Context: an optimization exercise on an open-source flow, tuned for small area and a short achievable clock period. The choices shown serve that exercise and are no tape-out recipe. RTL that was checked went through simulation tests only; none was proved equivalent to the original. No functional check of the RTL was part of run 1.

==> flow/design.v, too long to show whole: its modules and the start of the top module <==
// module bfly_dot: 1092 lines
// module bfly_engine_top: 171 lines
module bfly_engine_top #(
  parameter int data_width = DATA_WIDTH,
  parameter int bu_par     = BU_PAR,
  parameter int frac_bits  = FRAC_BITS
) (
  input  logic                           clk,
  input  logic                           rst_n,
  input  logic                           up_vld,
  input  logic signed [data_width-1:0]   up_dat,
  input  logic                           cfg_we,
  input  logic [CFG_ADDR_W-1:0]          cfg_addr,
  input  logic [CFG_DATA_W-1:0]          cfg_wdata,
  output logic                           dn_vld,
  output logic [2*bu_par*data_width-1:0] dn_dat
);
  // ...
==> flow/flow/run.sh <==
#!/bin/bash
# The standard layout (the standard.sh, which runs the standard synthesis
# unchanged), with these ORFS arguments set:
#  - port buffers use buf_2 instead of the default delay-cell buffer;
#  - clock tree synthesis uses clkbuf_16, clusters of up to 30 sinks within
#    60 um, and inserts no dummy balancing loads;
#  - timing repair aims for 5.4 ns of setup slack (a 2.6 ns period).
# Each tool's full output goes to the ORFS logs under orfs/logs, and the
# make output to standard.log here.
set -euo pipefail
export BUFFER_PORTS_ARGS="-buffer_cell sky130_fd_sc_hd__buf_2"
export CTS_ARGS="-sink_clustering_enable -repair_clock_nets -buf_list sky130_fd_sc_hd__clkbuf_16 -sink_clustering_size 30 -sink_clustering_max_diameter 60 -dont_use_dummy_load"
bash standard.sh SETUP_SLACK_MARGIN=5.4 finish > standard.log 2>&1
==> flow/standard.sh <==
#!/bin/bash
# synth_recipe.tcl (not shown) runs the flow's synth.tcl, then flattens the netlist and writes it again
# the make line also repeats each setting of config.mk as NAME=value (left out here)
make -C /OpenROAD-flow-scripts/flow DESIGN_CONFIG=/design/flow/config.mk WORK_HOME=/design/flow/orfs CLKGATE_MAP_FILE= SYNTH_SCRIPT=/design/flow/synth_recipe.tcl "${@:-finish}"
==> flow/config.mk <==
export PLATFORM = sky130hd
export DESIGN_NAME = bfly_engine_top
export DESIGN_NICKNAME = bfly_engine_top
export VERILOG_FILES = /design/flow/design.v
export SDC_FILE = /design/flow/constraint.sdc
export NUM_CORES = 4
export LEC_CHECK = 0
export CAP_MARGIN = 20
export CELL_PAD_IN_SITES_DETAIL_PLACEMENT = 1
export CELL_PAD_IN_SITES_GLOBAL_PLACEMENT = 1
export CORE_MARGIN = 2
export CORE_UTILIZATION = 50
export SLEW_MARGIN = 20
==> flow/constraint.sdc <==
create_clock -name core_clock -period 8.0 [get_ports {clk}]
set_input_delay 1.6000 -clock core_clock [delete_from_list [all_inputs] [get_ports {clk}]]
set_output_delay 1.6000 -clock core_clock [all_outputs]
set_load 0.01 [all_outputs]
==> qor_table.md, run 1 <==
| Parameter | This run |
|---|---|
| Result of the run | no timing/DRC/antenna violations |
| Vias per inst | 5.763 |
| Signal buffers | 315 |
| Met3 routed wirelength | 6470 µm |
| Synth Area in Compound Gates | 10.46% |
| Number of iterations in the first detailed-routing pass | 5 |
| Final Wtd Congestion | 0.8461 |
| Commonest cells in the synthesized netlist | 696 x sky130_fd_sc_hd__edfxtp_1, 492 x sky130_fd_sc_hd__dfxtp_1, 282 x sky130_fd_sc_hd__a22oi_1 |
| Adder-cell area share of the yosys netlist | 10.24% |
| Total CTS buffers | 93 |
| NonClk Buf Share | 4.219% |
| Top area cells in the synthesized netlist | sky130_fd_sc_hd__edfxtp_1 42%, sky130_fd_sc_hd__dfxtp_1 20%, sky130_fd_sc_hd__fa_1 8.7%, sky130_fd_sc_hd__a22oi_1 4.3%, sky130_fd_sc_hd__a22o_1 3.4% |
| Max_slew headroom | 24.75% |
| Highest-count cells in the layout ignoring fill and taps | 696 x sky130_fd_sc_hd__edfxtp_1, 417 x sky130_fd_sc_hd__dfxtp_1, 255 x sky130_fd_sc_hd__inv_1 |
| Post-synth top area share | 42.36% |
| Worst-case setup slack after placement | 4.105 ns |
| Synthesized netlist net count | 3757 |
| Library cell with the highest instance count after synthesis | sky130_fd_sc_hd__edfxtp_1 |
| Reg-to-reg endpoint | dot_i.cin_q$_DFF_P_ |
| Length in cells of the worst reg-to-reg path | 11 |
| Wire length of the first global-routing pass | 193900 µm |
| Clk Latency, worst-skew pair | 0.70 ns |
| Post-Route Hold Slack | 0.3203 ns |
==> run 2: changes to the inputs <==
--- a/flow/design.v
+++ b/flow/design.v
@@ -784,155 +784,155 @@
   assign s729 = s531 ^ s533 ^ c646;
   assign c730 = (s531 & s533) | (s531 & c646) | (s533 & c646);
   assign s731 = s535 ^ s537 ^ c648;
   assign c732 = (s535 & s537) | (s535 & c648) | (s537 & c648);
   assign s733 = s539 ^ c650 ^ s651;
   assign c734 = (s539 & c650) | (s539 & s651) | (c650 & s651);
   assign s735 = s541 ^ c652 ^ s653;
   assign c736 = (s541 & c652) | (s541 & s653) | (c652 & s653);
-  assign s844 = r760 ^ r761;
-  assign c845 = r760 & r761;
-  assign s846 = r765 ^ r766;
-  assign c847 = r765 & r766;
-  assign s848 = r769 ^ r770;
-  assign c849 = r769 & r770;
-  assign s850 = r773 ^ r774 ^ r775;
-  assign c851 = (r773 & r774) | (r773 & r775) | (r774 & r775);
-  assign s852 = r776 ^ r777;
-  assign c853 = r776 & r777;
-  assign s854 = r779 ^ r780 ^ r781;
-  assign c855 = (r779 & r780) | (r779 & r781) | (r780 & r781);
-  assign s856 = r782 ^ r783;
-  assign c857 = r782 & r783;
-  assign s858 = r784 ^ r785 ^ r786;
-  assign c859 = (r784 & r785) | (r784 & r786) | (r785 & r786);
-  assign s860 = r787 ^ r788;
-  assign c861 = r787 & r788;
-  assign s862 = r789 ^ r790 ^ r791;
-  assign c863 = (r789 & r790) | (r789 & r791) | (r790 & r791);
-  assign s864 = r792 ^ r793;
-  assign c865 = r792 & r793;
-  assign s866 = r794 ^ r795 ^ r796;
-  assign c867 = (r794 & r795) | (r794 & r796) | (r795 & r796);
-  assign s868 = r797 ^ r798 ^ r799;
-  assign c869 = (r797 & r798) | (r797 & r799) | (r798 & r799);
-  assign s870 = r800 ^ r801 ^ r802;
-  assign c871 = (r800 & r801) | (r800 & r802) | (r801 & r802);
-  assign s872 = r803 ^ r804;
-  assign c873 = r803 & r804;
-  assign s874 = r805 ^ r806 ^ r807;
-  assign c875 = (r805 & r806) | (r805 & r807) | (r806 & r807);
-  assign s876 = r809 ^ r810;
-  assign c877 = r809 & r810;
-  assign s878 = r813 ^ r814 ^ r815;
-  assign c879 = (r813 & r814) | (r813 & r815) | (r814 & r815);
-  assign s880 = r818 ^ r819;
-  assign c881 = r818 & r819;
-  assign s882 = r822 ^ r823 ^ r824;
-  assign c883 = (r822 & r823) | (r822 & r824) | (r823 & r824);
-  assign s884 = r827 ^ r828;
-  assign c885 = r827 & r828;
-  assign s886 = r750 ^ r751;
-  assign c887 = r750 & r751;
-  assign s888 = r754 ^ r755;
-  assign c889 = r754 & r755;
-  assign s890 = r757 ^ r758;
-  assign c891 = r757 & r758;
-  assign s892 = r762 ^ r763 ^ r764;
-  assign c893 = (r762 & r763) | (r762 & r764) | (r763 & r764);
-  assign s894 = r767 ^ r768 ^ c845;
-  assign c895 = (r767 & r768) | (r767 & c845) | (r768 & c845);
-  assign s896 = r771 ^ r772 ^ c847;
-  assign c897 = (r771 & r772) | (r771 & c847) | (r772 & c847);
-  assign s898 = r778 ^ c849 ^ s850;
-  assign c899 = (r778 & c849) | (r778 & s850) | (c849 & s850);
-  assign s900 = c851 ^ c853 ^ s854;
-  assign c901 = (c851 & c853) | (c851 & s854) | (c853 & s854);
-  assign s902 = c855 ^ c857 ^ s858;
-  assign c903 = (c855 & c857) | (c855 & s858) | (c857 & s858);
-  assign s904 = c859 ^ c861 ^ s862;
-  assign c905 = (c859 & c861) | (c859 & s862) | (c861 & s862);
-  assign s906 = c863 ^ c865 ^ s866;
-  assign c907 = (c863 & c865) | (c863 & s866) | (c865 & s866);
-  assign s908 = c867 ^ c869 ^ s870;
-  assign c909 = (c867 & c869) | (c867 & s870) | (c869 & s870);
-  assign s910 = r808 ^ c871 ^ c873;
-  assign c911 = (r808 & c871) | (r808 & c873) | (c871 & c873);
-  assign s912 = r811 ^ r812 ^ c875;
-  assign c913 = (r811 & r812) | (r811 & c875) | (r812 & c875);
-  assign s914 = r816 ^ r817 ^ c877;
-  assign c915 = (r816 & r817) | (r816 & c877) | (r817 & c877);
-  assign s916 = r820 ^ r821 ^ c879;
-  assign c917 = (r820 & r821) | (r820 & c879) | (r821 & c879);
-  assign s918 = r825 ^ r826 ^ c881;
-  assign c919 = (r825 & r826) | (r825 & c881) | (r826 & c881);
-  assign s920 = r829 ^ r830 ^ c883;
-  assign c921 = (r829 & r830) | (r829 & c883) | (r830 & c883);
-  assign s922 = r831 ^ r832 ^ r833;
-  assign c923 = (r831 & r832) | (r831 & r833) | (r832 & r833);
-  assign s924 = r834 ^ r835;
-  assign c925 = r834 & r835;
-  assign s926 = r741 ^ r742;
-  assign c927 = r741 & r742;
-  assign s928 = r744 ^ r745;
-  assign c929 = r744 & r745;
-  assign s930 = r746 ^ r747;
-  assign c931 = r746 & r747;
-  assign s932 = r748 ^ r749;
-  assign c933 = r748 & r749;
-  assign s934 = r752 ^ r753 ^ s886;
-  assign c935 = (r752 & r753) | (r752 & s886) | (r753 & s886);
-  assign s936 = r756 ^ c887 ^ s888;
-  assign c937 = (r756 & c887) | (r756 & s888) | (c887 & s888);
-  assign s938 = r759 ^ c889 ^ s890;
-  assign c939 = (r759 & c889) | (r759 & s890) | (c889 & s890);
-  assign s940 = s844 ^ c891 ^ s892;
-  assign c941 = (s844 & c891) | (s844 & s892) | (c891 & s892);
-  assign s942 = s846 ^ c893 ^ s894;
-  assign c943 = (s846 & c893) | (s846 & s894) | (c893 & s894);
-  assign s944 = s848 ^ c895 ^ s896;
-  assign c945 = (s848 & c895) | (s848 & s896) | (c895 & s896);
-  assign s946 = s852 ^ c897 ^ s898;
-  assign c947 = (s852 & c897) | (s852 & s898) | (c897 & s898);
-  assign s948 = s856 ^ c899 ^ s900;
-  assign c949 = (s856 & c899) | (s856 & s900) | (c899 & s900);
-  assign s950 = s860 ^ c901 ^ s902;
-  assign c951 = (s860 & c901) | (s860 & s902) | (c901 & s902);
-  assign s952 = s864 ^ c903 ^ s904;
-  assign c953 = (s864 & c903) | (s864 & s904) | (c903 & s904);
-  assign s954 = s868 ^ c905 ^ s906;
-  assign c955 = (s868 & c905) | (s868 & s906) | (c905 & s906);
-  assign s956 = s872 ^ c907 ^ s908;
-  assign c957 = (s872 & c907) | (s872 & s908) | (c907 & s908);
-  assign s958 = s874 ^ c909 ^ s910;
-  assign c959 = (s874 & c909) | (s874 & s910) | (c909 & s910);
-  assign s960 = s876 ^ c911 ^ s912;
-  assign c961 = (s876 & c911) | (s876 & s912) | (c911 & s912);
-  assign s962 = s878 ^ c913 ^ s914;
-  assign c963 = (s878 & c913) | (s878 & s914) | (c913 & s914);
-  assign s964 = s880 ^ c915 ^ s916;
-  assign c965 = (s880 & c915) | (s880 & s916) | (c915 & s916);
-  assign s966 = s882 ^ c917 ^ s918;
-  assign c967 = (s882 & c917) | (s882 & s918) | (c917 & s918);
-  assign s968 = s884 ^ c919 ^ s920;
-  assign c969 = (s884 & c919) | (s884 & s920) | (c919 & s920);
-  assign s970 = c885 ^ c921 ^ s922;
-  assign c971 = (c885 & c921) | (c885 & s922) | (c921 & s922);
-  assign s972 = r836 ^ c923 ^ s924;
-  assign c973 = (r836 & c923) | (r836 & s924) | (c923 & s924);
-  assign s974 = r837 ^ r838 ^ c925;
-  assign c975 = (r837 & r838) | (r837 & c925) | (r838 & c925);
+  assign s844 = r741 ^ r742;
+  assign c845 = r741 & r742;
+  assign s846 = r744 ^ r745;
+  assign c847 = r744 & r745;
+  assign s848 = r746 ^ r747;
+  assign c849 = r746 & r747;
+  assign s850 = r748 ^ r749;
+  assign c851 = r748 & r749;
+  assign s852 = r750 ^ r751 ^ r752;
+  assign c853 = (r750 & r751) | (r750 & r752) | (r751 & r752);
+  assign s854 = r754 ^ r755 ^ r756;
+  assign c855 = (r754 & r755) | (r754 & r756) | (r755 & r756);
+  assign s856 = r757 ^ r758 ^ r759;
+  assign c857 = (r757 & r758) | (r757 & r759) | (r758 & r759);
+  assign s858 = r760 ^ r761 ^ r762;
+  assign c859 = (r760 & r761) | (r760 & r762) | (r761 & r762);
+  assign s860 = r763 ^ r764;
+  assign c861 = r763 & r764;
+  assign s862 = r765 ^ r766 ^ r767;
+  assign c863 = (r765 & r766) | (r765 & r767) | (r766 & r767);
+  assign s864 = r769 ^ r770 ^ r771;
+  assign c865 = (r769 & r770) | (r769 & r771) | (r770 & r771);
+  assign s866 = r773 ^ r774 ^ r775;
+  assign c867 = (r773 & r774) | (r773 & r775) | (r774 & r775);
+  assign s868 = r776 ^ r777 ^ r778;
+  assign c869 = (r776 & r777) | (r776 & r778) | (r777 & r778);
+  assign s870 = r779 ^ r780 ^ r781;
+  assign c871 = (r779 & r780) | (r779 & r781) | (r780 & r781);
+  assign s872 = r782 ^ r783;
+  assign c873 = r782 & r783;
+  assign s874 = r784 ^ r785 ^ r786;
+  assign c875 = (r784 & r785) | (r784 & r786) | (r785 & r786);
+  assign s876 = r787 ^ r788;
+  assign c877 = r787 & r788;
+  assign s878 = r789 ^ r790 ^ r791;
+  assign c879 = (r789 & r790) | (r789 & r791) | (r790 & r791);
+  assign s880 = r792 ^ r793;
+  assign c881 = r792 & r793;
+  assign s882 = r794 ^ r795 ^ r796;
+  assign c883 = (r794 & r795) | (r794 & r796) | (r795 & r796);
+  assign s884 = r797 ^ r798 ^ r799;
+  assign c885 = (r797 & r798) | (r797 & r799) | (r798 & r799);
+  assign s886 = r800 ^ r801 ^ r802;
+  assign c887 = (r800 & r801) | (r800 & r802) | (r801 & r802);
+  assign s888 = r803 ^ r804;
+  assign c889 = r803 & r804;
+  assign s890 = r805 ^ r806 ^ r807;
+  assign c891 = (r805 & r806) | (r805 & r807) | (r806 & r807);
+  assign s892 = r809 ^ r810;
+  assign c893 = r809 & r810;
+  assign s894 = r813 ^ r814 ^ r815;
+  assign c895 = (r813 & r814) | (r813 & r815) | (r814 & r815);
+  assign s896 = r818 ^ r819;
+  assign c897 = r818 & r819;
+  assign s898 = r822 ^ r823 ^ r824;
+  assign c899 = (r822 & r823) | (r822 & r824) | (r823 & r824);
+  assign s900 = r827 ^ r828;
+  assign c901 = r827 & r828;
+  assign s902 = r753 ^ c851;
+  assign c903 = r753 & c851;
+  assign s904 = c853 ^ s854;
+  assign c905 = c853 & s854;
+  assign s906 = c855 ^ s856;
+  assign c907 = c855 & s856;
+  assign s908 = c857 ^ s858 ^ s860;
+  assign c909 = (c857 & s858) | (c857 & s860) | (s858 & s860);
+  assign s910 = r768 ^ c859 ^ c861;
+  assign c911 = (r768 & c859) | (r768 & c861) | (c859 & c861);
+  assign s912 = r772 ^ c863 ^ s864;
+  assign c913 = (r772 & c863) | (r772 & s864) | (c863 & s864);
+  assign s914 = c865 ^ s866 ^ s868;
+  assign c915 = (c865 & s866) | (c865 & s868) | (s866 & s868);
+  assign s916 = c867 ^ c869 ^ s870;
+  assign c917 = (c867 & c869) | (c867 & s870) | (c869 & s870);
+  assign s918 = c871 ^ c873 ^ s874;
+  assign c919 = (c871 & c873) | (c871 & s874) | (c873 & s874);
+  assign s920 = c875 ^ c877 ^ s878;
+  assign c921 = (c875 & c877) | (c875 & s878) | (c877 & s878);
+  assign s922 = c879 ^ c881 ^ s882;
+  assign c923 = (c879 & c881) | (c879 & s882) | (c881 & s882);
+  assign s924 = c883 ^ c885 ^ s886;
+  assign c925 = (c883 & c885) | (c883 & s886) | (c885 & s886);
+  assign s926 = r808 ^ c887 ^ c889;
+  assign c927 = (r808 & c887) | (r808 & c889) | (c887 & c889);
+  assign s928 = r811 ^ r812 ^ c891;
+  assign c929 = (r811 & r812) | (r811 & c891) | (r812 & c891);
+  assign s930 = r816 ^ r817 ^ c893;
+  assign c931 = (r816 & r817) | (r816 & c893) | (r817 & c893);
+  assign s932 = r820 ^ r821 ^ c895;
+  assign c933 = (r820 & r821) | (r820 & c895) | (r821 & c895);
+  assign s934 = r825 ^ r826 ^ c897;
+  assign c935 = (r825 & r826) | (r825 & c897) | (r826 & c897);
+  assign s936 = r829 ^ r830 ^ c899;
+  assign c937 = (r829 & r830) | (r829 & c899) | (r830 & c899);
+  assign s938 = r831 ^ r832 ^ r833;
+  assign c939 = (r831 & r832) | (r831 & r833) | (r832 & r833);
+  assign s940 = r834 ^ r835;
+  assign c941 = r834 & r835;
+  assign s942 = s862 ^ c909;
+  assign c943 = s862 & c909;
+  assign s944 = c911 ^ s912;
+  assign c945 = c911 & s912;
+  assign s946 = c913 ^ s914;
+  assign c947 = c913 & s914;
+  assign s948 = s872 ^ c915 ^ s916;
+  assign c949 = (s872 & c915) | (s872 & s916) | (c915 & s916);
+  assign s950 = s876 ^ c917 ^ s918;
+  assign c951 = (s876 & c917) | (s876 & s918) | (c917 & s918);
+  assign s952 = s880 ^ c919 ^ s920;
+  assign c953 = (s880 & c919) | (s880 & s920) | (c919 & s920);
+  assign s954 = s884 ^ c921 ^ s922;
+  assign c955 = (s884 & c921) | (s884 & s922) | (c921 & s922);
+  assign s956 = s888 ^ c923 ^ s924;
+  assign c957 = (s888 & c923) | (s888 & s924) | (c923 & s924);
+  assign s958 = s890 ^ c925 ^ s926;
+  assign c959 = (s890 & c925) | (s890 & s926) | (c925 & s926);
+  assign s960 = s892 ^ c927 ^ s928;
+  assign c961 = (s892 & c927) | (s892 & s928) | (c927 & s928);
+  assign s962 = s894 ^ c929 ^ s930;
+  assign c963 = (s894 & c929) | (s894 & s930) | (c929 & s930);
+  assign s964 = s896 ^ c931 ^ s932;
+  assign c965 = (s896 & c931) | (s896 & s932) | (c931 & s932);
+  assign s966 = s898 ^ c933 ^ s934;
+  assign c967 = (s898 & c933) | (s898 & s934) | (c933 & s934);
+  assign s968 = s900 ^ c935 ^ s936;
+  assign c969 = (s900 & c935) | (s900 & s936) | (c935 & s936);
+  assign s970 = c901 ^ c937 ^ s938;
+  assign c971 = (c901 & c937) | (c901 & s938) | (c937 & s938);
+  assign s972 = r836 ^ c939 ^ s940;
+  assign c973 = (r836 & c939) | (r836 & s940) | (c939 & s940);
+  assign s974 = r837 ^ r838 ^ c941;
+  assign c975 = (r837 & r838) | (r837 & c941) | (r838 & c941);
   assign s976 = r839 ^ r840;
   assign c977 = r839 & r840;
   assign s978 = r841 ^ r842 ^ r843;
   assign c979 = (r841 & r842) | (r841 & r843) | (r842 & r843);
   logic [29:0] row0, row1, sum;
-  assign row0 = {c977, c975, c973, c971, c969, c967, c965, c963, c961, c959, c957, c955, c953, c951, c949, c947, c945, c943, c941, c939, c937, c935, c933, c931, c929, c927, r743, r740, r739, r737};
-  assign row1 = {s978, s976, s974, s972, s970, s968, s966, s964, s962, s960, s958, s956, s954, s952, s950, s948, s946, s944, s942, s940, s938, s936, s934, s932, s930, s928, s926, 1'b0, 1'b0, r738};
+  assign row0 = {c977, c975, c973, c971, c969, c967, c965, c963, c961, c959, c957, c955, c953, c951, c949, c947, c945, c943, s910, c907, c905, c903, s852, c849, c847, c845, r743, r740, r739, r737};
+  assign row1 = {s978, s976, s974, s972, s970, s968, s966, s964, s962, s960, s958, s956, s954, s952, s950, s948, s946, s944, s942, s908, s906, s904, s902, s850, s848, s846, s844, 1'b0, 1'b0, r738};
   logic [14:0] low;
   logic [29:14] hi0, hi1, hi0_q, hi1_q;
   logic cin_q;
   assign low = row0[13:0] + row1[13:0];
   assign hi0 = row0[29:14];
   assign hi1 = row1[29:14];
   assign sum[13:0] = '0;
   assign sum[29:14] = hi0_q + hi1_q + 16'(cin_q);
==> flow/flow/run.sh (replaced) <==
#!/bin/bash
# The standard layout (the standard.sh, which runs the standard synthesis
# unchanged), with these ORFS arguments set:
#  - port buffers use buf_2 instead of the default delay-cell buffer;
#  - clock tree synthesis uses clkbuf_16, clusters of up to 30 sinks within
#    60 um, and inserts no dummy balancing loads;
#  - timing repair aims for 5.25 ns of setup slack (a 2.75 ns period).
# Each tool's full output goes to the ORFS logs under orfs/logs, and the
# make output to standard.log here.
set -euo pipefail
export BUFFER_PORTS_ARGS="-buffer_cell sky130_fd_sc_hd__buf_2"
export CTS_ARGS="-sink_clustering_enable -repair_clock_nets -buf_list sky130_fd_sc_hd__clkbuf_16 -sink_clustering_size 30 -sink_clustering_max_diameter 60 -dont_use_dummy_load"
bash standard.sh SETUP_SLACK_MARGIN=5.25 finish > standard.log 2>&1
--- a/flow/config.mk
+++ b/flow/config.mk
@@ -5,9 +5,9 @@
 export SDC_FILE = /design/flow/constraint.sdc
 export NUM_CORES = 4
 export LEC_CHECK = 0
 export CAP_MARGIN = 20
 export CELL_PAD_IN_SITES_DETAIL_PLACEMENT = 1
 export CELL_PAD_IN_SITES_GLOBAL_PLACEMENT = 1
 export CORE_MARGIN = 2
 export CORE_UTILIZATION = 50
-export SLEW_MARGIN = 20
+export SLEW_MARGIN = 60
==> qor_table.md, run 2 <==
| Parameter | This run | Delta |
|---|---|---|
| Max_slew headroom | 59.52% | was 24.75% |
| Proportion of synthesized chip area in sequential cells | 63.59% | was 63.43% |
| # hold bufs at CTS | 0 | unchanged |
| Number of buffer and inverter stages on the critical path | 1 | was 2 |
| Largest area contributor in the netlist | sky130_fd_sc_hd__edfxtp_1 | unchanged |
| Top area cells in the synthesized netlist | sky130_fd_sc_hd__edfxtp_1 42%, sky130_fd_sc_hd__dfxtp_1 20%, sky130_fd_sc_hd__fa_1 8.7%, sky130_fd_sc_hd__a22oi_1 4.2%, sky130_fd_sc_hd__a22o_1 3.6% | was sky130_fd_sc_hd__edfxtp_1 42%, sky130_fd_sc_hd__dfxtp_1 20%, sky130_fd_sc_hd__fa_1 8.7%, sky130_fd_sc_hd__a22oi_1 4.3%, sky130_fd_sc_hd__a22o_1 3.4% |
| Final Slew Violations | 0 | unchanged |
| Register with the most flip-flops | coef_q | unchanged |
| Crit path cell chain | buf_2 | was ha_2 > fa_1 > inv_1 > fa_1 > inv_1 > ha_1 > a21o_1 > a211o_1 > a211oi_2 > o21ai_2 > o221a_4 |
| Largest registers ranked by flip-flop count | coef_q (256), coef_s (224) | unchanged |
| Standard cell with the maximum stage delay on the critical path | sky130_fd_sc_hd__edfxtp_1 | was sky130_fd_sc_hd__fa_1 |
| Wire length of the first global-routing pass | 193500 µm | was 193900 µm |
| Number of iterations in the first detailed-routing pass | 5 | unchanged |
| Critical Path AT | 1.29 ns | was 3.47 ns |
| Synthesized netlist net count | 3784 | was 3757 |
| Critical path start-end classification | reg2out | was reg2reg |
| Via count of the first global-routing pass | 30080 | was 29940 |
| Initial standard-cell utilization of the core | 50.23% | was 50.28% |
| GR Util All Layers | 25.57% | was 25.61% |
| Final cycle utilization of the critical path | 36.08% | was 37.04% |
| Netlist cell types | 70 | was 71 |
| # DRC | 0 | unchanged |
| Final Wtd Congestion | 0.8545 | was 0.8461 |
| Achievable frequency | 346.4 MHz | was 337.5 MHz |
| Die Footprint | 101000 µm² | was 101200 µm² |
| Highest-count cells in the layout ignoring fill and taps | 696 x sky130_fd_sc_hd__edfxtp_1, 413 x sky130_fd_sc_hd__dfxtp_1, 278 x sky130_fd_sc_hd__a22oi_1 | was 696 x sky130_fd_sc_hd__edfxtp_1, 417 x sky130_fd_sc_hd__dfxtp_1, 255 x sky130_fd_sc_hd__inv_1 |
| Vias per inst | 5.770 | was 5.763 |
| Post-layout net count | 3869 | was 3926 |
| Placed Cells incl. Taps | 4726 | was 4671 |
| Yosys warns | 16 | unchanged |
| Routed wire per std cell | 26.83 µm | was 27.48 µm |
| CTS Root Buffer Type | sky130_fd_sc_hd__clkbuf_16 | unchanged |
| Largest buffer count on any clock path | 3 | unchanged |
| Library cell with the highest instance count after synthesis | sky130_fd_sc_hd__edfxtp_1 | unchanged |
| Placeable Area | 97990 µm² | was 98130 µm² |
| Die boundary height | 317.7 µm | was 318.1 µm |
| Share of layout cells above drive strength 1 | 14.76% | was 19.26% |
| Post-detail-place hpwl | 87030 µm | was 83570 µm |
| Number of flops mapped to enable cells by yosys | 696 | unchanged |
| Result of the run | no timing/DRC/antenna violations | unchanged |
| Relative area change from synthesis to final layout | 10.18% | was 12.74% |
| Clock skew | 0.09439 ns | was 0.09257 ns |
| Setup violation total in the final timing report | 0 | unchanged |
| Setup repair after global routing missed its margin | true | unchanged |
| Setup TNS | 0 ns | unchanged |
| Crit path launch type | flip-flop | unchanged |
| Most used DFF post-synth | sky130_fd_sc_hd__edfxtp_1 | unchanged |
| Remaining number of nets flagged by the antenna check after routing | 0 | unchanged |
| Time the worst path needs with I/O delays and setup | 2.887 ns | was 2.963 ns |
| Most frequent standard cell in the layout excluding fill and tap cells | sky130_fd_sc_hd__edfxtp_1 | unchanged |
| Max reg flops | 256 | unchanged |
| Post-Route Hold Slack | 0.3237 ns | was 0.3203 ns |
| Maximum number of pins on one net before global-route repair | 83 | was 141 |
| Post-Synthesis Cell Area | 49220 µm² | was 49340 µm² |
| Number of maximum-capacitance violations | 0 | unchanged |
| Standard-cell row count | 115 | unchanged |
| Antenna violations before repair | 8 | was 3 |
| Commonest cells in the synthesized netlist | 696 x sky130_fd_sc_hd__edfxtp_1, 492 x sky130_fd_sc_hd__dfxtp_1, 278 x sky130_fd_sc_hd__a22oi_1 | was 696 x sky130_fd_sc_hd__edfxtp_1, 492 x sky130_fd_sc_hd__dfxtp_1, 282 x sky130_fd_sc_hd__a22oi_1 |
| Clock tree from TritonCTS | built | unchanged |
| DRC violation total after the first TritonRoute iteration | 1914 | was 2331 |
| Clock sinks | 1210 | unchanged |
| Detailed Route WL | 129400 µm | was 134100 µm |
| Clock slew seen by the registers of the worst setup and hold paths | 0.10 ns | was 0.08 ns |
| FFs w/ async S/R, synth | 1.818% | unchanged |
| Post-synthesis average cell area | 14.25 µm² | was 14.40 µm² |
| Number of I/O pins | 185 | unchanged |
| GR Overflow Total | 0 | unchanged |
| Count of antenna diodes in the layout | 0 | was 1 |
| Total CTS buffers | 94 | was 93 |
| Post-synthesis register bit count | 1210 | unchanged |
| Cell type group with the largest total delay on the critical path | flip-flops | was adder cells |
| Post-layout utilization of the core | 55.34% | was 56.69% |
| Actual slew at the worst max-slew pin | 0.6072 ns | was 1.127 ns |
| Via Count | 27830 | was 28130 |
| Floorplan die width | 317.7 µm | was 318.1 µm |
| Count of mapped cells out of synthesis | 3453 | was 3426 |
| Worst hold-check path type | reg2reg | unchanged |
| Maximum fanout along the worst path | 1 | was 2 |
| Number of port buffers | 184 | unchanged |
| Critical path data required time | 6.40 ns | was 8.51 ns |
| Type of element capturing the critical path | output pin | was flip-flop |
| Final Hold Violating Endpoints | 0 | unchanged |
| Clk Latency, worst-skew pair | 0.72 ns | was 0.70 ns |
| Post-synth top area share | 42.46% | was 42.36% |
| Slowest stage delay, CP | 0.41 ns | was 0.48 ns |
| Number of cells in the finished layout apart from fillers | 4823 | was 4881 |
| Number of H-tree levels | 3 | unchanged |
run 2: layer usage:
metal  track usage [%]  wire [µm]  up-vias
li1                  -          -    12360
met1             34.71      56200    14520
met5                 0         10        -
met2             43.30      63830      744
met4             7.577       3189        2
met3             3.210       6193      203
run 2: path summary, 6_finish.rpt:
| kind | slack (ns) | startpoint | end | cells after the start |
|---|---|---|---|---|
| min | 0.32 | mask_d[2][3]$_DFF_P_ | mask_d[3][3]$_DFF_P_ | 0 |
| max | 5.11 | dn_dat[35]$_DFFE_PP_ | dn_dat[35] | 1 |
| max reg2reg | 5.28 | dot_i.r303$_DFF_P_ | dot_i.r812$_DFF_P_ | 6 |
| max in group asynchronous | 6.75 | rst_n | cfg_set[3]$_DFFE_PN0P_ | 1 |
| min in group asynchronous | 0.86 | rst_n | cfg_set[1]$_DFFE_PN0P_ | 1 |
| min reg2reg | 0.32 | mask_d[2][3]$_DFF_P_ | mask_d[3][3]$_DFF_P_ | 0 |
run 2: stage by stage:
step                      cell area (µm²)  worst slack [ns]
after floorplan                     49380             4.818
after global placement              51080             4.194
after global routing                54230             5.053
after CTS                           53980             5.061
after detailed placement            51560             4.485
final                               54230             5.113
run 2: final cells by class:
class	instances	area [µm²]
fillers	9243	43760
repair buffers	241	1567
clock buffers	94	2352
flip-flops and latches	1210	31570
well taps	1287	1610
multi-input cells	1732	16140
inverters	259	994.7
run 2: timing repair:
action / in CTS / in global routing
gates resized for setup: 20 / 58
endpoints found under the setup margin: 190 / 192
hold endpoints to repair: 0 / 0
pin swaps: 1 / 4
setup buffers: 1 / 2
run 2: kinds of logic (layout without fill, tap and decap cells):
family | after synthesis | after routing | share of synthesized area, %
compound gates | 704 | 704 | 10.84
xor+xnor | 315 | 315 | 5.605
fa+ha+maj | 275 | 275 | 10.27
buf+inv | 511 | 594 | 4.161
flops | 1210 | 1210 | 63.59
mux | 71 | 71 | 1.848
simple gates | 367 | 367 | 3.676
==> run 3: changes to the inputs <==
--- a/flow/config.mk
+++ b/flow/config.mk
@@ -9,5 +9,6 @@
 export CELL_PAD_IN_SITES_DETAIL_PLACEMENT = 1
 export CELL_PAD_IN_SITES_GLOBAL_PLACEMENT = 1
 export CORE_MARGIN = 2
-export CORE_UTILIZATION = 50
+export CORE_UTILIZATION = 80
+export PLACE_DENSITY = 0.88
 export SLEW_MARGIN = 60
==> qor_table.md, run 3 <==
| Parameter | This run | Delta |
|---|---|---|
| Combinational family with the most area after synthesis | compound AO/OA/AOI/OAI gates | unchanged |
| Die boundary height | 252.0 µm | was 317.7 µm |
| Synth Area in Compound Gates | 10.84% | unchanged |
| Adder-cell area share of the yosys netlist | 10.27% | unchanged |
| Share of synthesized cell area in and, or, nand and nor gates | 3.676% | unchanged |
| Floorplan die width | 252.0 µm | was 317.7 µm |
| Most used DFF post-synth | sky130_fd_sc_hd__edfxtp_1 | unchanged |
| Xor/xnor cell area share of the yosys netlist | 5.605% | unchanged |
| Yosys warns | 16 | unchanged |
| Initial standard-cell utilization of the core | 81.24% | was 50.23% |
| Share of synthesized area spent on multiplexers | 1.848% | unchanged |
| Error that halted the flow | [ERROR GPL-0301] Utilization 101.503 % exceeds 100%. |  |
| Top area cells in the synthesized netlist | sky130_fd_sc_hd__edfxtp_1 42%, sky130_fd_sc_hd__dfxtp_1 20%, sky130_fd_sc_hd__fa_1 8.7%, sky130_fd_sc_hd__a22oi_1 4.2%, sky130_fd_sc_hd__a22o_1 3.6% | unchanged |
| Post-synthesis average cell area | 14.25 µm² | unchanged |
| Synthesized netlist net count | 3784 | unchanged |
| Result of the run | stopped before the end | was no timing/DRC/antenna violations |
| Post-synth top area share | 42.46% | unchanged |
| Netlist cell types | 70 | unchanged |
| Post-synthesis register bit count | 1210 | unchanged |
| Post-Synthesis Cell Area | 49220 µm² | unchanged |
| Commonest cells in the synthesized netlist | 696 x sky130_fd_sc_hd__edfxtp_1, 492 x sky130_fd_sc_hd__dfxtp_1, 278 x sky130_fd_sc_hd__a22oi_1 | unchanged |
| Number of flops mapped to enable cells by yosys | 696 | unchanged |
| Library cell with the highest instance count after synthesis | sky130_fd_sc_hd__edfxtp_1 | unchanged |
| FFs w/ async S/R, synth | 1.818% | unchanged |
| Count of mapped cells out of synthesis | 3453 | unchanged |
| Halt Stage | global placement without I/O (3_1_place_gp_skip_io) |  |
| Standard-cell row count | 90 | was 115 |
| Proportion of synthesized chip area in sequential cells | 63.59% | unchanged |
| Largest area contributor in the netlist | sky130_fd_sc_hd__edfxtp_1 | unchanged |
[run 3: logic make-up after synthesis]
logic type               Yosys count
AO/OA/AOI/OAI                    704
XOR/XNOR                         315
adder cells (fa/ha/maj)          275
buffers and inverters            511
flip-flops                      1210
multiplexers                      71
AND/OR/NAND/NOR                  367
==> run 4: changes to the inputs <==
--- a/flow/config.mk
+++ b/flow/config.mk
@@ -9,6 +9,6 @@
 export CELL_PAD_IN_SITES_DETAIL_PLACEMENT = 1
 export CELL_PAD_IN_SITES_GLOBAL_PLACEMENT = 1
 export CORE_MARGIN = 2
-export CORE_UTILIZATION = 80
-export PLACE_DENSITY = 0.88
+export CORE_UTILIZATION = 72
+export PLACE_DENSITY = 0.8
 export SLEW_MARGIN = 60
==> qor_table.md, run 4 <==
| Parameter | This run | Delta |
|---|---|---|
| Synthesized netlist net count | 3784 | unchanged |
| FFs w/ async S/R, synth | 1.818% | unchanged |
| Error that halted the flow | [ERROR DPL-0033] detailed placement checks failed during check placement. | was [ERROR GPL-0301] Utilization 101.503 % exceeds 100%. |
| Total CTS buffers | 58 |  |
| Number of port buffers | 184 |  |
| CTS Root Buffer Type | sky130_fd_sc_hd__clkbuf_16 |  |
| Halt Stage | clock tree synthesis (4_1_cts) | was global placement without I/O (3_1_place_gp_skip_io) |
| Count of mapped cells out of synthesis | 3453 | unchanged |
| Floorplan die width | 265.5 µm | was 252.0 µm |
| Yosys warns | 16 | unchanged |
| Largest buffer count on any clock path | 3 |  |
| Standard-cell row count | 95 | was 90 |
| Number of I/O pins | 185 |  |
| Number of flops mapped to enable cells by yosys | 696 | unchanged |
| Netlist cell types | 70 | unchanged |
| Number of H-tree levels | 2 |  |
| Most used DFF post-synth | sky130_fd_sc_hd__edfxtp_1 | unchanged |
| Clock sinks | 1210 |  |
| Die boundary height | 265.5 µm | was 252.0 µm |
| Post-synthesis register bit count | 1210 | unchanged |
| Result of the run | stopped before the end | unchanged |
| Post-Synthesis Cell Area | 49220 µm² | unchanged |
| Placed Cells incl. Taps | 4302 |  |
| Post-synthesis average cell area | 14.25 µm² | unchanged |
| Library cell with the highest instance count after synthesis | sky130_fd_sc_hd__edfxtp_1 | unchanged |
| Initial standard-cell utilization of the core | 73.03% | was 81.24% |
| Post CTS Setup Buffer Count | 19 |  |
| # hold bufs at CTS | 0 |  |
| Largest area contributor in the netlist | sky130_fd_sc_hd__edfxtp_1 | unchanged |
| Resized cells post-CTS | 169 |  |
| Post-synth top area share | 42.46% | unchanged |
| Commonest cells in the synthesized netlist | 696 x sky130_fd_sc_hd__edfxtp_1, 492 x sky130_fd_sc_hd__dfxtp_1, 278 x sky130_fd_sc_hd__a22oi_1 | unchanged |
| Final Wtd Congestion | 0.9300 |  |
| Proportion of synthesized chip area in sequential cells | 63.59% | unchanged |
| Post-detail-place hpwl | 106300 µm |  |
| Top area cells in the synthesized netlist | sky130_fd_sc_hd__edfxtp_1 42%, sky130_fd_sc_hd__dfxtp_1 20%, sky130_fd_sc_hd__fa_1 8.7%, sky130_fd_sc_hd__a22oi_1 4.2%, sky130_fd_sc_hd__a22o_1 3.6% | unchanged |
[run 4: cell counts after synthesis]
No cell type changed its count.
[run 4: logic make-up after synthesis]
group | count (synthesis) | share of synthesized area (%)
xor+xnor | 315 | 5.605
compound gates | 704 | 10.84
buf+inv | 511 | 4.161
simple gates | 367 | 3.676
mux | 71 | 1.848
fa+ha+maj | 275 | 10.27
flops | 1210 | 63.59
[run 4: worst max-delay path by stage]
stage	start	end	depth (start not counted)
2_1_floorplan	cfg_addr[3]	coef_q[10][0]$_DFFE_PP_	2
3_3_place_gp	up_vld	samp_s[3][7]$_DFFE_PP_	3
3_5_place_dp	cfg_addr[3]	sel_q[0]$_DFFE_PP_	6
[run 4: per-stage QoR]
stage          setup slack, ns  area, µm²
3_5_place_dp             4.384      51010
3_3_place_gp             4.288      50450
2_1_floorplan            4.818      49380
==> run 5: changes to the inputs <==
--- a/flow/config.mk
+++ b/flow/config.mk
@@ -9,6 +9,6 @@
 export CELL_PAD_IN_SITES_DETAIL_PLACEMENT = 1
 export CELL_PAD_IN_SITES_GLOBAL_PLACEMENT = 1
 export CORE_MARGIN = 2
-export CORE_UTILIZATION = 72
-export PLACE_DENSITY = 0.8
+export CORE_UTILIZATION = 65
+export PLACE_DENSITY = 0.75
 export SLEW_MARGIN = 60
==> qor_table.md, run 5 <==
| Parameter | This run | Delta |
|---|---|---|
| Most used DFF post-synth | sky130_fd_sc_hd__edfxtp_1 | unchanged |
| Most frequent standard cell in the layout excluding fill and tap cells | sky130_fd_sc_hd__edfxtp_1 |  |
| Result of the run | no timing/DRC/antenna violations | was stopped before the end |
| Number of H-tree levels | 3 | was 2 |
| Proportion of synthesized chip area in sequential cells | 63.59% | unchanged |
| Post-detail-place hpwl | 90560 µm | was 106300 µm |
| Clock skew | 0.1137 ns |  |
| Critical path start-end classification | reg2out |  |
| Clock slew seen by the registers of the worst setup and hold paths | 0.09 ns |  |
| Post-Synthesis Cell Area | 49220 µm² | unchanged |
| Setup slack of the most critical reg-to-reg path | 5.26 ns |  |
| Worst hold-check path type | reg2reg |  |
| Detailed Route WL | 144000 µm |  |
| Initial standard-cell utilization of the core | 65.89% | was 73.03% |
| Share of synthesized area spent on multiplexers | 1.848% | unchanged |
| Length in cells of the worst reg-to-reg path | 6 |  |
| Final Slew Violations | 0 |  |
| Commonest cells in the synthesized netlist | 696 x sky130_fd_sc_hd__edfxtp_1, 492 x sky130_fd_sc_hd__dfxtp_1, 278 x sky130_fd_sc_hd__a22oi_1 | unchanged |
| Actual slew at the worst max-slew pin | 0.7060 ns |  |
| Library cell with the highest instance count after synthesis | sky130_fd_sc_hd__edfxtp_1 | unchanged |
| GR Overflow Total | 0 |  |
| Post-synth top area share | 42.46% | unchanged |
| DRC violation total after the first TritonRoute iteration | 3363 |  |
| Count of mapped cells out of synthesis | 3453 | unchanged |
| Crit path launch type | flip-flop |  |
| # hold bufs at CTS | 0 | unchanged |
| Type of element capturing the critical path | output pin |  |
| Worst hold path endpoint | mask_d[3][4]$_DFF_P_ |  |
| Highest-count cells in the layout ignoring fill and taps | 696 x sky130_fd_sc_hd__edfxtp_1, 409 x sky130_fd_sc_hd__dfxtp_1, 278 x sky130_fd_sc_hd__a22oi_1 |  |
| CTS Root Buffer Type | sky130_fd_sc_hd__clkbuf_16 | unchanged |
| Critical path data required time | 6.40 ns |  |
| GR Util All Layers | 36.66% |  |
| Final Hold Violating Endpoints | 0 |  |
| Relative area change from synthesis to final layout | 8.356% |  |
| Via Count | 29850 |  |
| Post-Route Hold Slack | 0.3259 ns |  |
| Cell type group with the largest total delay on the critical path | flip-flops |  |
| Setup violation total in the final timing report | 0 |  |
| Share of synthesized cell area in and, or, nand and nor gates | 3.676% | unchanged |
| Xor/xnor cell area share of the yosys netlist | 5.605% | unchanged |
| Post-layout utilization of the core | 71.40% |  |
| Placed instance area | 51120 µm² | was 51010 µm² |
| Final Wtd Congestion | 0.9539 | was 0.9300 |
| Number of I/O pins | 185 | unchanged |
| Die boundary height | 279.2 µm | was 265.5 µm |
| Routed wire per std cell | 32.13 µm |  |
| Achievable frequency | 348.6 MHz |  |
| Vias per inst | 6.659 |  |
| Final cycle utilization of the critical path | 35.86% |  |
| # DRC | 0 |  |
| Total CTS buffers | 68 | was 58 |
| Standard-cell row count | 100 | was 95 |
| Register cell area after layout | 31550 µm² |  |
| Largest registers ranked by flip-flop count | coef_q (256), coef_s (224) |  |
| Number of flops mapped to enable cells by yosys | 696 | unchanged |
| Max reg flops | 256 |  |
| Setup repair after global routing missed its margin | true |  |
| Number of buffer and inverter stages on the critical path | 1 |  |
| Number of iterations in the first detailed-routing pass | 6 |  |
| Crit path cell chain | buf_6 |  |
| Share of layout cells above drive strength 1 | 14.42% |  |
| Maximum number of pins on one net before global-route repair | 145 |  |
| Setup TNS | 0 ns |  |
| Launching point of the worst reg2reg path | dot_i.a0_q[13]$_DFF_P_ |  |
| Floorplan die width | 279.2 µm | was 265.5 µm |
| Via count of the first global-routing pass | 32130 |  |
| Netlist cell types | 70 | unchanged |
| Slowest stage delay, CP | 0.47 ns |  |
| Number of cells on the worst hold path | 0 |  |
| Reg-to-reg endpoint | dot_i.r793$_DFF_P_ |  |
| Area used by multi-input combinational logic | 16220 µm² |  |
| Final standard cell area without fillers | 53330 µm² |  |
| Synth Area in Compound Gates | 10.84% | unchanged |
| Count of filler cells inserted in the layout | 6481 |  |
| Hold_sp | mask_d[2][4]$_DFF_P_ |  |
| Yosys warns | 16 | unchanged |
| Clock tree from TritonCTS | built |  |
| Number of port buffers | 184 | unchanged |
| Top area cells in the synthesized netlist | sky130_fd_sc_hd__edfxtp_1 42%, sky130_fd_sc_hd__dfxtp_1 20%, sky130_fd_sc_hd__fa_1 8.7%, sky130_fd_sc_hd__a22oi_1 4.2%, sky130_fd_sc_hd__a22o_1 3.6% | unchanged |
| Number of maximum-capacitance violations | 0 |  |
| FFs w/ async S/R, synth | 1.818% | unchanged |
| Post-synthesis register bit count | 1210 | unchanged |
| Register with the most flip-flops | coef_q |  |
| Time the worst path needs with I/O delays and setup | 2.869 ns |  |
| Synthesized netlist net count | 3784 | unchanged |
| Standard cell with the maximum stage delay on the critical path | sky130_fd_sc_hd__edfxtp_1 |  |
| Largest area contributor in the netlist | sky130_fd_sc_hd__edfxtp_1 | unchanged |
| Adder-cell area share of the yosys netlist | 10.27% | unchanged |
| Placeable Area | 74700 µm² |  |
| Maximum fanout along the worst path | 1 |  |
| Clk Latency, worst-skew pair | 0.68 ns |  |
| Die Footprint | 77940 µm² |  |
| Largest buffer count on any clock path | 3 | unchanged |
| Remaining number of nets flagged by the antenna check after routing | 0 |  |
| Antenna violations before repair | 11 |  |
| Critical Path AT | 1.27 ns |  |
| Post-layout net count | 3843 |  |
| Combinational family with the most area after synthesis | compound AO/OA/AOI/OAI gates | unchanged |
| Clock sinks | 1210 | unchanged |
| Max_slew headroom | 52.43% |  |
| Wire length of the first global-routing pass | 209200 µm |  |
| Post-synthesis average cell area | 14.25 µm² | unchanged |
==> run 5: how the worst max path moves through the flow <==
stage | start | to | slack [ns] | depth (start not counted)
after floorplan | cfg_addr[3] | coef_q[10][0]$_DFFE_PP_ | 4.82 | 2
after global placement | up_vld | samp_s[7][12]$_DFFE_PP_ | 4.26 | 3
after detailed placement | cfg_addr[3] | sel_q[4]$_DFFE_PP_ | 4.48 | 6
after CTS | dn_dat[49]$_DFFE_PP_ | dn_dat[49] | 5.13 | 1
after global routing | dn_dat[49]$_DFFE_PP_ | dn_dat[49] | 5.11 | 1
final | dn_dat[49]$_DFFE_PP_ | dn_dat[49] | 5.13 | 1
==> run 5: through the flow <==
step	cells	worst slack [ns]
6_report	4482	5.131
5_1_grt	4480	5.105
4_1_cts	4471	5.126
3_5_place_dp	4399	4.483
3_3_place_gp	4374	4.257
2_1_floorplan	3453	4.818
==> run 5: final cells by class <==
class	instances	share of cell area (%)
Tap cell	969	2.273
Multi-Input combinational cell	1732	30.41
Clock buffer	68	3.191
Inverter	259	1.886
Timing Repair Buffer	241	3.071
Sequential cell	1210	59.15
Antenna cell	3	0.01408
==> run 5: layer usage <==
layer  routed length, µm  track usage (%)  up-vias
met4                7302            17.77        4
met2               72370            62.02     1710
met1               52750            46.69    15380
met3               11550            5.531      438
met5                  27                0        -
li1                    -                -    12310
==> run 5: cell families after synthesis <==
logic type,after synthesis
muxes,71
adders and majority gates,275
and+or+nand+nor,367
xor gates and xnor gates,315
buffers and inverters,511
DFF,1210
AOI/OAI and AO/OA,704
==> run 5: what timing repair did <==
item,in CTS,in global routing
buffers inserted,4,5
gates resized for setup,25,60
endpoints found under the setup margin,175,214
pin swaps,3,5
==> run 6: changes to the inputs <==
==> flow/flow/run.sh (replaced) <==
#!/bin/bash
# The standard layout (the standard.sh, which runs the standard synthesis
# unchanged), with these ORFS arguments set:
#  - port buffers use buf_2 instead of the default delay-cell buffer;
#  - clock tree synthesis uses clkbuf_16, clusters of up to 30 sinks within
#    60 um, and inserts no dummy balancing loads;
#  - timing repair aims for 5.15 ns of setup slack (a 2.85 ns period).
# Each tool's full output goes to the ORFS logs under orfs/logs, and the
# make output to standard.log here.
set -euo pipefail
export BUFFER_PORTS_ARGS="-buffer_cell sky130_fd_sc_hd__buf_2"
export CTS_ARGS="-sink_clustering_enable -repair_clock_nets -buf_list sky130_fd_sc_hd__clkbuf_16 -sink_clustering_size 30 -sink_clustering_max_diameter 60 -dont_use_dummy_load"
bash standard.sh SETUP_SLACK_MARGIN=5.15 finish > standard.log 2>&1
==> qor_table.md, run 6 <==
| Parameter | This run | Delta |
|---|---|---|
| Setup violation total in the final timing report | 0 | unchanged |
| Actual slew at the worst max-slew pin | 0.6341 ns | was 0.7060 ns |
| Achievable frequency | 352.1 MHz | was 348.6 MHz |
| Largest buffer count on any clock path | 3 | unchanged |
| Maximum number of pins on one net before global-route repair | 133 | was 145 |
| Final Hold Violating Endpoints | 0 | unchanged |
| Critical path start-end classification | reg2out | unchanged |
| Vias per inst | 6.686 | was 6.659 |
| Floorplan die width | 279.2 µm | unchanged |
| Cell type group with the largest total delay on the critical path | flip-flops | unchanged |
| Via Count | 29990 | was 29850 |
| Number of I/O pins | 185 | unchanged |
| GR Overflow Total | 0 | unchanged |
| Total CTS buffers | 70 | was 68 |
| Clock slew seen by the registers of the worst setup and hold paths | 0.10 ns | was 0.09 ns |
| FFs w/ async S/R, synth | 1.818% | unchanged |
| Number of buffer and inverter stages on the critical path | 1 | unchanged |
| Register with the most flip-flops | coef_q | unchanged |
| Final cycle utilization of the critical path | 35.50% | was 35.86% |
| Routed wire per std cell | 32.56 µm | was 32.13 µm |
| Critical Path AT | 1.24 ns | was 1.27 ns |
| Post-route worst setup slack | 5.160 ns | was 5.131 ns |
| Highest-count cells in the layout ignoring fill and taps | 696 x sky130_fd_sc_hd__edfxtp_1, 411 x sky130_fd_sc_hd__dfxtp_1, 278 x sky130_fd_sc_hd__a22oi_1 | was 696 x sky130_fd_sc_hd__edfxtp_1, 409 x sky130_fd_sc_hd__dfxtp_1, 278 x sky130_fd_sc_hd__a22oi_1 |
| Final Wtd Congestion | 0.9271 | was 0.9539 |
| Placeable Area | 74700 µm² | unchanged |
| Wire length of the first global-routing pass | 213300 µm | was 209200 µm |
| Initial standard-cell utilization of the core | 65.89% | unchanged |
| Proportion of synthesized chip area in sequential cells | 63.59% | unchanged |
| Post-Synthesis Cell Area | 49220 µm² | unchanged |
| # hold bufs at CTS | 0 | unchanged |
| Remaining number of nets flagged by the antenna check after routing | 0 | unchanged |
| Worst hold-check path type | reg2reg | unchanged |
| Yosys warns | 16 | unchanged |
| Crit path launch type | flip-flop | unchanged |
| Number of iterations in the first detailed-routing pass | 6 | unchanged |
| DRC violation total after the first TritonRoute iteration | 3553 | was 3363 |
| Number of maximum-capacitance violations | 0 | unchanged |
| Clock sinks | 1210 | unchanged |
| Post-synth top area share | 42.46% | unchanged |
| Crit path cell chain | buf_6 | unchanged |
| Clock skew | 0.1086 ns | was 0.1137 ns |
| Count of filler cells inserted in the layout | 6499 | was 6481 |
| Number of port buffers | 184 | unchanged |
| Setup repair after global routing missed its margin | true | unchanged |
| Detailed Route WL | 146000 µm | was 144000 µm |
| Share of layout cells above drive strength 1 | 14.07% | was 14.42% |
| Maximum fanout along the worst path | 1 | unchanged |
| Slowest stage delay, CP | 0.46 ns | was 0.47 ns |
| Synthesized netlist net count | 3784 | unchanged |
| Die boundary height | 279.2 µm | unchanged |
| Time the worst path needs with I/O delays and setup | 2.840 ns | was 2.869 ns |
| Relative area change from synthesis to final layout | 7.998% | was 8.356% |
| Largest area contributor in the netlist | sky130_fd_sc_hd__edfxtp_1 | unchanged |
| Clk Latency, worst-skew pair | 0.67 ns | was 0.68 ns |
| Standard-cell row count | 100 | unchanged |
| Top area cells in the synthesized netlist | sky130_fd_sc_hd__edfxtp_1 42%, sky130_fd_sc_hd__dfxtp_1 20%, sky130_fd_sc_hd__fa_1 8.7%, sky130_fd_sc_hd__a22oi_1 4.2%, sky130_fd_sc_hd__a22o_1 3.6% | unchanged |
| # DRC | 0 | unchanged |
| Final Slew Violations | 0 | unchanged |
| Post-Route Hold Slack | 0.3062 ns | was 0.3259 ns |
| Largest registers ranked by flip-flop count | coef_q (256), coef_s (224) | unchanged |
| Max reg flops | 256 | unchanged |
| Worst-case setup slack after placement | 4.479 ns | was 4.483 ns |
| Critical path data required time | 6.40 ns | about the same |
| Most frequent standard cell in the layout excluding fill and tap cells | sky130_fd_sc_hd__edfxtp_1 | unchanged |
| Library cell with the highest instance count after synthesis | sky130_fd_sc_hd__edfxtp_1 | unchanged |
| CTS Root Buffer Type | sky130_fd_sc_hd__clkbuf_16 | unchanged |
| Type of element capturing the critical path | output pin | unchanged |
| Count of mapped cells out of synthesis | 3453 | unchanged |
| Netlist cell types | 70 | unchanged |
| Number of H-tree levels | 3 | unchanged |
| Most used DFF post-synth | sky130_fd_sc_hd__edfxtp_1 | unchanged |
| Setup TNS | 0 ns | unchanged |
| Post-synthesis register bit count | 1210 | unchanged |
| Standard cell with the maximum stage delay on the critical path | sky130_fd_sc_hd__edfxtp_1 | unchanged |
| Post-synthesis average cell area | 14.25 µm² | unchanged |
| Die Footprint | 77940 µm² | unchanged |
| Clock tree from TritonCTS | built | unchanged |
| Post-layout net count | 3845 | was 3843 |
| Via count of the first global-routing pass | 32550 | was 32130 |
| Post-detail-place hpwl | 91900 µm | was 90560 µm |
| Antenna violations before repair | 10 | was 11 |
| GR Util All Layers | 37.48% | was 36.66% |
| Result of the run | no timing/DRC/antenna violations | unchanged |
| Max_slew headroom | 57.73% | was 52.43% |
| Number of flops mapped to enable cells by yosys | 696 | unchanged |
| Commonest cells in the synthesized netlist | 696 x sky130_fd_sc_hd__edfxtp_1, 492 x sky130_fd_sc_hd__dfxtp_1, 278 x sky130_fd_sc_hd__a22oi_1 | unchanged |
-- run 6: cell counts after synthesis --
Identical to the previous run, type by type.
-- run 6: cell families (layout without fill, tap and decap cells) --
kind of cell,count (synthesis),after routing,share of synthesized area (%)
AOI/OAI and AO/OA,704,704,10.84
DFF,1210,1210,63.59
xor gates and xnor gates,315,315,5.605
buffers and inverters,511,570,4.161
adders and majority gates,275,275,10.27
other,0,4,0
and+or+nand+nor,367,367,3.676
muxes,71,71,1.848
-- run 6: per-stage QoR --
| step | std cells | util, % | cell area [µm²] |
|---|---|---|---|
| after CTS | 4475 | 70.93 | 52990 |
| after global routing | 4481 | 71.15 | 53140 |
| after detailed placement | 4404 | 68.51 | 51180 |
| final | 4485 | 71.16 | 53150 |
| after global placement | 4381 | 67.76 | 50610 |
| after floorplan | 3453 | - | 49370 |
-- run 6: final timing paths --
check	from	cells past startpoint	to	slack, ns
setup / recovery	dn_dat[35]$_DFFE_PP_	1	dn_dat[35]	5.16
hold / removal	mask_d[2][1]$_DFF_P_	0	mask_d[3][1]$_DFF_P_	0.31
setup reg to reg	dot_i.cin_q$_DFF_P_	9	dn_dat[46]$_DFFE_PP_	5.17
hold reg to reg	mask_d[2][1]$_DFF_P_	0	mask_d[3][1]$_DFF_P_	0.31
max in group asynchronous	rst_n	1	step[2]$_DFFE_PN0P_	6.70
min in group asynchronous	rst_n	1	cfg_set[9]$_DFFE_PN0P_	0.86
-- run 6: area by class of cell --
cell class | count | area [µm²] | area share [%]
flip-flops and latches | 1210 | 31440 | 59.15
multi-input cells | 1732 | 16150 | 30.38
clock buffers | 70 | 1752 | 3.295
repair buffers | 241 | 1587 | 2.985
well taps | 969 | 1212 | 2.281
inverters | 259 | 1003 | 1.888
diodes | 4 | 10.01 | 0.01883
-- run 6: repair_timing --
| action | in CTS | in global routing |
|---|---|---|
| pin swaps | 0 | 3 |
| buffers inserted | 1 | 5 |
| setup endpoints to repair | 51 | 68 |
| resized for setup | 13 | 8 |
-- run 6: routing by layer --
layer  vias to the layer above  GRT usage, %  share of wire [%]
li1                      12310             -                  -
met1                     15380         46.63                 36
met2                      1890         65.11                 51
met3                       405         6.393                8.5
met4                         0         15.88                4.2
met5                         -             0                  0
==> run 7: changes to the inputs <==
==> flow/flow/run.sh (replaced) <==
#!/bin/bash
# The standard layout (the standard.sh, which runs the standard synthesis
# unchanged), with these ORFS arguments set:
#  - port buffers use buf_2 instead of the default delay-cell buffer;
#  - clock tree synthesis uses clkbuf_16, clusters of up to 30 sinks within
#    60 um, and inserts no dummy balancing loads;
#  - timing repair aims for 5.25 ns of setup slack (a 2.75 ns period).
# Each tool's full output goes to the ORFS logs under orfs/logs, and the
# make output to standard.log here.
set -euo pipefail
export BUFFER_PORTS_ARGS="-buffer_cell sky130_fd_sc_hd__buf_2"
export CTS_ARGS="-sink_clustering_enable -repair_clock_nets -buf_list sky130_fd_sc_hd__clkbuf_16 -sink_clustering_size 24 -sink_clustering_max_diameter 50 -dont_use_dummy_load"
bash standard.sh SETUP_SLACK_MARGIN=5.25 finish > standard.log 2>&1
==> qor_table.md, run 7 <==
| Parameter | This run | Delta |
|---|---|---|
| Result of the run | no timing/DRC/antenna violations | unchanged |
| Initial standard-cell utilization of the core | 65.89% | unchanged |
| Final cycle utilization of the critical path | 36.16% | was 35.50% |
| Time the worst path needs with I/O delays and setup | 2.893 ns | was 2.840 ns |
| Final Wtd Congestion | 0.9539 | was 0.9271 |
| Routed wire per std cell | 35.58 µm | was 32.56 µm |
| Actual slew at the worst max-slew pin | 0.6877 ns | was 0.6341 ns |
| Clock tree from TritonCTS | built | unchanged |
| Standard-cell row count | 100 | unchanged |
| Worst-case setup slack after placement | 4.483 ns | was 4.479 ns |
| Clock skew | 0.09978 ns | was 0.1086 ns |
| Slowest stage delay, CP | 0.46 ns | about the same |
| Max_slew headroom | 52.97% | was 57.73% |
| Final Slew Violations | 0 | unchanged |
| Setup slack of the most critical reg-to-reg path | 5.25 ns | was 5.17 ns |
| Largest registers ranked by flip-flop count | coef_q (256), coef_s (224) | unchanged |
| Post-synthesis average cell area | 14.25 µm² | unchanged |
| Antenna violations before repair | 11 | was 10 |
| Largest buffer count on any clock path | 3 | unchanged |
| Proportion of synthesized chip area in sequential cells | 63.59% | unchanged |
| Highest-count cells in the layout ignoring fill and taps | 696 x sky130_fd_sc_hd__edfxtp_1, 409 x sky130_fd_sc_hd__dfxtp_1, 277 x sky130_fd_sc_hd__a22oi_1 | was 696 x sky130_fd_sc_hd__edfxtp_1, 411 x sky130_fd_sc_hd__dfxtp_1, 278 x sky130_fd_sc_hd__a22oi_1 |
| Commonest cells in the synthesized netlist | 696 x sky130_fd_sc_hd__edfxtp_1, 492 x sky130_fd_sc_hd__dfxtp_1, 278 x sky130_fd_sc_hd__a22oi_1 | unchanged |
| Standard cell with the maximum stage delay on the critical path | sky130_fd_sc_hd__edfxtp_1 | unchanged |
| Register cell area after layout | 31570 µm² | was 31440 µm² |
| Top area cells in the synthesized netlist | sky130_fd_sc_hd__edfxtp_1 42%, sky130_fd_sc_hd__dfxtp_1 20%, sky130_fd_sc_hd__fa_1 8.7%, sky130_fd_sc_hd__a22oi_1 4.2%, sky130_fd_sc_hd__a22o_1 3.6% | unchanged |
| Clock sinks | 1210 | unchanged |
| Worst hold path endpoint | mask_d[2][5]$_DFF_P_ | was mask_d[3][1]$_DFF_P_ |
| Die Footprint | 77940 µm² | unchanged |
| # DRC | 0 | unchanged |
| DRC violation total after the first TritonRoute iteration | 3860 | was 3553 |
| Via Count | 31640 | was 29990 |
| Critical path data required time | 6.40 ns | about the same |
| Total CTS buffers | 104 | was 70 |
| Register with the most flip-flops | coef_q | unchanged |
| Placeable Area | 74700 µm² | unchanged |
| Synthesized netlist net count | 3784 | unchanged |
| Reg-to-reg endpoint | dot_i.r793$_DFF_P_ | was dn_dat[46]$_DFFE_PP_ |
| Via count of the first global-routing pass | 33410 | was 32550 |
| Most used DFF post-synth | sky130_fd_sc_hd__edfxtp_1 | unchanged |
| Post-layout net count | 3886 | was 3845 |
| Count of filler cells inserted in the layout | 6317 | was 6499 |
| Area used by multi-input combinational logic | 16210 µm² | was 16150 µm² |
| Crit path cell chain | buf_6 | unchanged |
| Number of I/O pins | 185 | unchanged |
| Number of cells on the worst hold path | 0 | unchanged |
| Critical Path AT | 1.29 ns | was 1.24 ns |
| Hold_sp | mask_d[1][5]$_DFF_P_ | was mask_d[2][1]$_DFF_P_ |
| Placed Cells incl. Taps | 4399 | was 4404 |
| Setup TNS | 0 ns | unchanged |
| Floorplan die width | 279.2 µm | unchanged |
| Post-Synthesis Cell Area | 49220 µm² | unchanged |
| Critical path start-end classification | reg2out | unchanged |
| Remaining number of nets flagged by the antenna check after routing | 0 | unchanged |
| FFs w/ async S/R, synth | 1.818% | unchanged |
| Number of flops mapped to enable cells by yosys | 696 | unchanged |
| Clk Latency, worst-skew pair | 0.68 ns | was 0.67 ns |
| Vias per inst | 6.991 | was 6.686 |
| GR Util All Layers | 38.92% | was 37.48% |
| Die boundary height | 279.2 µm | unchanged |
| Setup repair after global routing missed its margin | true | unchanged |
| Most frequent standard cell in the layout excluding fill and tap cells | sky130_fd_sc_hd__edfxtp_1 | unchanged |
| Netlist cell types | 70 | unchanged |
| Post-detail-place hpwl | 90560 µm | was 91900 µm |
| Post-synthesis register bit count | 1210 | unchanged |
| Max reg flops | 256 | unchanged |
| Number of iterations in the first detailed-routing pass | 6 | unchanged |
| Clock slew seen by the registers of the worst setup and hold paths | 0.07 ns | was 0.10 ns |
| Number of buffer and inverter stages on the critical path | 1 | unchanged |
## run 7: cell counts after synthesis
No cell type changed its count.
## run 7: timing repair
| item | 4_1_cts | 5_1_grt |
|---|---|---|
| gates resized for setup | 34 | 70 |
| endpoints found under the setup margin | 221 | 263 |
| pin swaps | 2 | 8 |
| buffers inserted | 3 | 12 |
| hold endpoints to repair | 0 | 0 |
| hold buffers | 0 | 0 |
## run 7: cell type report
cell class                      count  share of cell area, %
Inverter                          259                  1.851
Sequential cell                  1210                  58.08
Timing Repair Buffer              248                  3.209
Antenna cell                        4                0.01841
Tap cell                          969                  2.230
Clock buffer                      104                  4.788
Multi-Input combinational cell   1732                  29.82
## run 7: cells by family (layout without fill, tap and decap cells)
group                    count (synthesis)  count (layout)  share of synthesized area (%)
AO/OA/AOI/OAI                          704             704                          10.84
XOR/XNOR                               315             315                          5.605
adder cells (fa/ha/maj)                275             275                          10.27
buffers and inverters                  511             611                          4.161
AND/OR/NAND/NOR                        367             367                          3.676
flip-flops                            1210            1210                          63.59
multiplexers                            71              71                          1.848
other                                    0               4                              0
## run 7: layer usage
layer  wire, µm  part of all wire [%]  GRT usage [%]  up-vias
met1      56100                    35          48.10    16240
met5         71                 0.044              0        -
met4       9707                   6.0          19.01        8
met3      15380                   9.6          6.945      636
met2      79800                    50          66.54     2342
li1           -                     -              -    12420
## run 7: stage by stage
step	hold WS [ns]	cell area (µm²)	utilization [%]
5_1_grt	0.3348	54350	72.76
3_5_place_dp	0.3131	51120	68.44
4_1_cts	0.3136	53880	72.13
3_3_place_gp	0.3121	50560	67.69
6_report	0.3251	54360	72.77
2_1_floorplan	0.3096	49380	-
## run 7: how the worst max path moves through the flow
stage | slack (ns) | cells past startpoint | endpoint | start
5_1_grt | 5.09 | 1 | dn_dat[49] | dn_dat[49]$_DFFE_PP_
3_3_place_gp | 4.26 | 3 | samp_s[7][12]$_DFFE_PP_ | up_vld
3_5_place_dp | 4.48 | 6 | sel_q[4]$_DFFE_PP_ | cfg_addr[3]
4_1_cts | 5.10 | 1 | dn_dat[49] | dn_dat[49]$_DFFE_PP_
6_report | 5.11 | 1 | dn_dat[49] | dn_dat[49]$_DFFE_PP_
2_1_floorplan | 4.82 | 2 | coef_q[10][0]$_DFFE_PP_ | cfg_addr[3]

port drivers added, routing unchanged:
The flow's constraints put no driver on any port. The routed layouts listed below were extracted and timed again, unchanged, in two steps.
Step 1 assumes that a clkbuf_16 drives the clock port and a buf_2 every other input.
Step 2 moves the port delays by t, midway between the first and last clock arrival at a register: inputs arrive t later, outputs are due t later. That takes back most of the time a late clock gives input paths.
Three values: ideal ports, drivers, drivers and shift; two values: the first two.
run	shift t [ns]	slack for setup (ns)	clock arrival spread, ns	worst data-port slew with drivers (ns)	cell pins on the clock port's net
run 1	0.727	5.037 / 5.037 / 4.549	0.093 / 0.093	0.07	1
run 2	0.740	5.113 / 5.040 / 4.713	0.099 / 0.099	0.07	1
run 5	0.689	5.131 / 5.060 / 4.623	0.128 / 0.129	0.07	1
run 6	0.681	5.160 / 5.092 / 4.588	0.121 / 0.121	0.07	1
run 7	0.713	5.107 / 5.036 / 4.600	0.137 / 0.137	0.06	1
After both steps setup and hold are still met in every run listed. The setup slack of run 6, which loses most, moves by -0.068 ns with the drivers and by -0.572 ns with both steps.
